From an optimization exercise on the open Yosys and OpenROAD flow, aimed at small area; shortcuts taken in it are not production practice. The RTL was checked by simulation tests, not by an equivalence proof against the original design.

// reg_file
module reg_file #(
    parameter int DATA_W   = mips_pkg::DATA_W,
    parameter int ADDR_W   = mips_pkg::ADDR_W,
    parameter bit ZERO_REG = 1'b1
) (
    input  logic              clock,
    input  logic              reset,
    input  logic              RegWrite,
    input  logic [ADDR_W-1:0] ReadReg1,
    input  logic [ADDR_W-1:0] ReadReg2,
    input  logic [ADDR_W-1:0] WriteReg,
    input  logic [DATA_W-1:0] WriteData,
    output logic [DATA_W-1:0] ReadData1,
    output logic [DATA_W-1:0] ReadData2
);
    localparam int DEPTH  = 2 ** ADDR_W;
    localparam int NGRP3  = 10;
    localparam int NGRP   = 11;
    logic [DEPTH-1:1][DATA_W-1:0] regs_r;
    logic [DEPTH-1:1][DATA_W-1:0] next_s;
    logic [DEPTH-1:1] we_s;
    logic [DEPTH-1:1] wen_s;
    logic [DEPTH-1:0] rsel_s [2];
    logic [NGRP-1:0]  grpn_s [2][DATA_W];
    for (genvar i = 1; i < DEPTH; i++) begin : g_row
        logic hit;
        assign hit      = RegWrite && (WriteReg == ADDR_W'(i));
        assign we_s[i]  = ~reset & hit;
        assign wen_s[i] = ~reset & ~hit;
        for (genvar b = 0; b < DATA_W; b++) begin : g_bit
            rf_hold u_hold (
                .we (we_s[i]),
                .wen(wen_s[i]),
                .wd (WriteData[b]),
                .q  (regs_r[i][b]),
                .d  (next_s[i][b])
            );
        end
        always_ff @(posedge clock) begin
            regs_r[i] <= next_s[i];
        end
    end
    for (genvar p = 0; p < 2; p++) begin : g_port
        logic [ADDR_W-1:0] ra;
        assign ra = (p == 0) ? ReadReg1 : ReadReg2;
        for (genvar i = 0; i < DEPTH; i++) begin : g_dec
            assign rsel_s[p][i] = (i != 0) && (ra == ADDR_W'(i));
        end
        for (genvar b = 0; b < DATA_W; b++) begin : g_bit
  ...
Size: roughly 990 flip-flops, ~110 I/O pins, about 38000 um2 of cells after synthesis.
Settings: LEC_CHECK=0, CAP_MARGIN=10, CORE_MARGIN=2, CORE_UTILIZATION=45, CTS_BUF_LIST=sky130_fd_sc_hd__clkbuf_16, CTS_CLUSTER_DIAMETER=60, CTS_CLUSTER_SIZE=20, SLEW_MARGIN=10, SYNTH_HIERARCHICAL=1; clock period 6.5 ns.
run.sh (not shown) runs the stock make flow with config.mk's settings and CLKGATE_MAP_FILE= SYNTH_SCRIPT=/design/flow/synth_recipe.tcl, a recipe that flattens the netlist after the stock synthesis.
==> next run, changes <==
==> flow/flow/run.sh (new file) <==
#!/bin/bash
# Standard ORFS layout (standard.sh), with two changes: minimum-size port buffers, and a
# clock tree of clkbuf_16 trunk / clkbuf_8 leaf buffers without dummy loads.
set -euo pipefail
export BUFFER_PORTS_ARGS="-buffer_cell sky130_fd_sc_hd__buf_1"
export CTS_ARGS="-sink_clustering_enable -repair_clock_nets -dont_use_dummy_load -buf_list {sky130_fd_sc_hd__clkbuf_8 sky130_fd_sc_hd__clkbuf_16} -root_buf sky130_fd_sc_hd__clkbuf_16 -tree_buf sky130_fd_sc_hd__clkbuf_16 -sink_clustering_buffer sky130_fd_sc_hd__clkbuf_8 -sink_clustering_size 16 -sink_clustering_max_diameter 60"
bash standard.sh > standard.log 2>&1
==> flow/standard.sh (new file) <==
#!/bin/bash
# synth_recipe.tcl (not shown) runs the flow's synth.tcl, then flattens the netlist and writes it again
# the make line also repeats each setting of config.mk as NAME=value (left out here)
make -C /OpenROAD-flow-scripts/flow DESIGN_CONFIG=/design/flow/config.mk WORK_HOME=/design/flow/orfs CLKGATE_MAP_FILE= SYNTH_SCRIPT=/design/flow/synth_recipe.tcl "${@:-finish}"
--- a/flow/config.mk
+++ b/flow/config.mk
@@ -10,5 +10,2 @@
 export CORE_UTILIZATION = 45
-export CTS_BUF_LIST = sky130_fd_sc_hd__clkbuf_16
-export CTS_CLUSTER_DIAMETER = 60
-export CTS_CLUSTER_SIZE = 20
 export SLEW_MARGIN = 10
removed: flow/run.sh
Effect:
- The new run ran to the end with no violations
- area after synthesis stays the same
- sequential share of layout area goes up by 2.5 points
- utilization goes down by 2.9 points
- setup slack gains 0.63 ns
- via count is about the same
- wire length stays flat
- critical path depth goes down by 1
- register-to-register slack stays flat
- die area does not change

re-timing with driven ports:
The results above use ideal ports. As a check the final layouts listed here were re-extracted and re-timed, cells and wires unchanged.
Step 1 assumes that a clkbuf_16 drives the clock port and a buf_2 every other input.
Step 2 adds t to the input delays and takes it off the output delays; t is the mean of the earliest and latest rising clock arrival at the registers after step 1. Input paths then give back, and output paths get back, about the clock's delay inside the block.
a / b / c = no drivers / after step 1 / after step 2; a / b = the first two.
| run | t, ns | slack for setup (ns) | slew at the worst register clock pin (ns) |
|---|---|---|---|
| the first run | 0.708 | 0.148 / 0.028 / 0.028 | 0.09 / 0.09 |
| the second run | 0.681 | 0.780 / 0.655 / 0.655 | 0.11 / 0.11 |
After both steps every run listed still meets setup and hold. For the second run, which loses most, drivers alone change the setup slack by -0.125 ns; drivers and shift together by -0.125 ns.
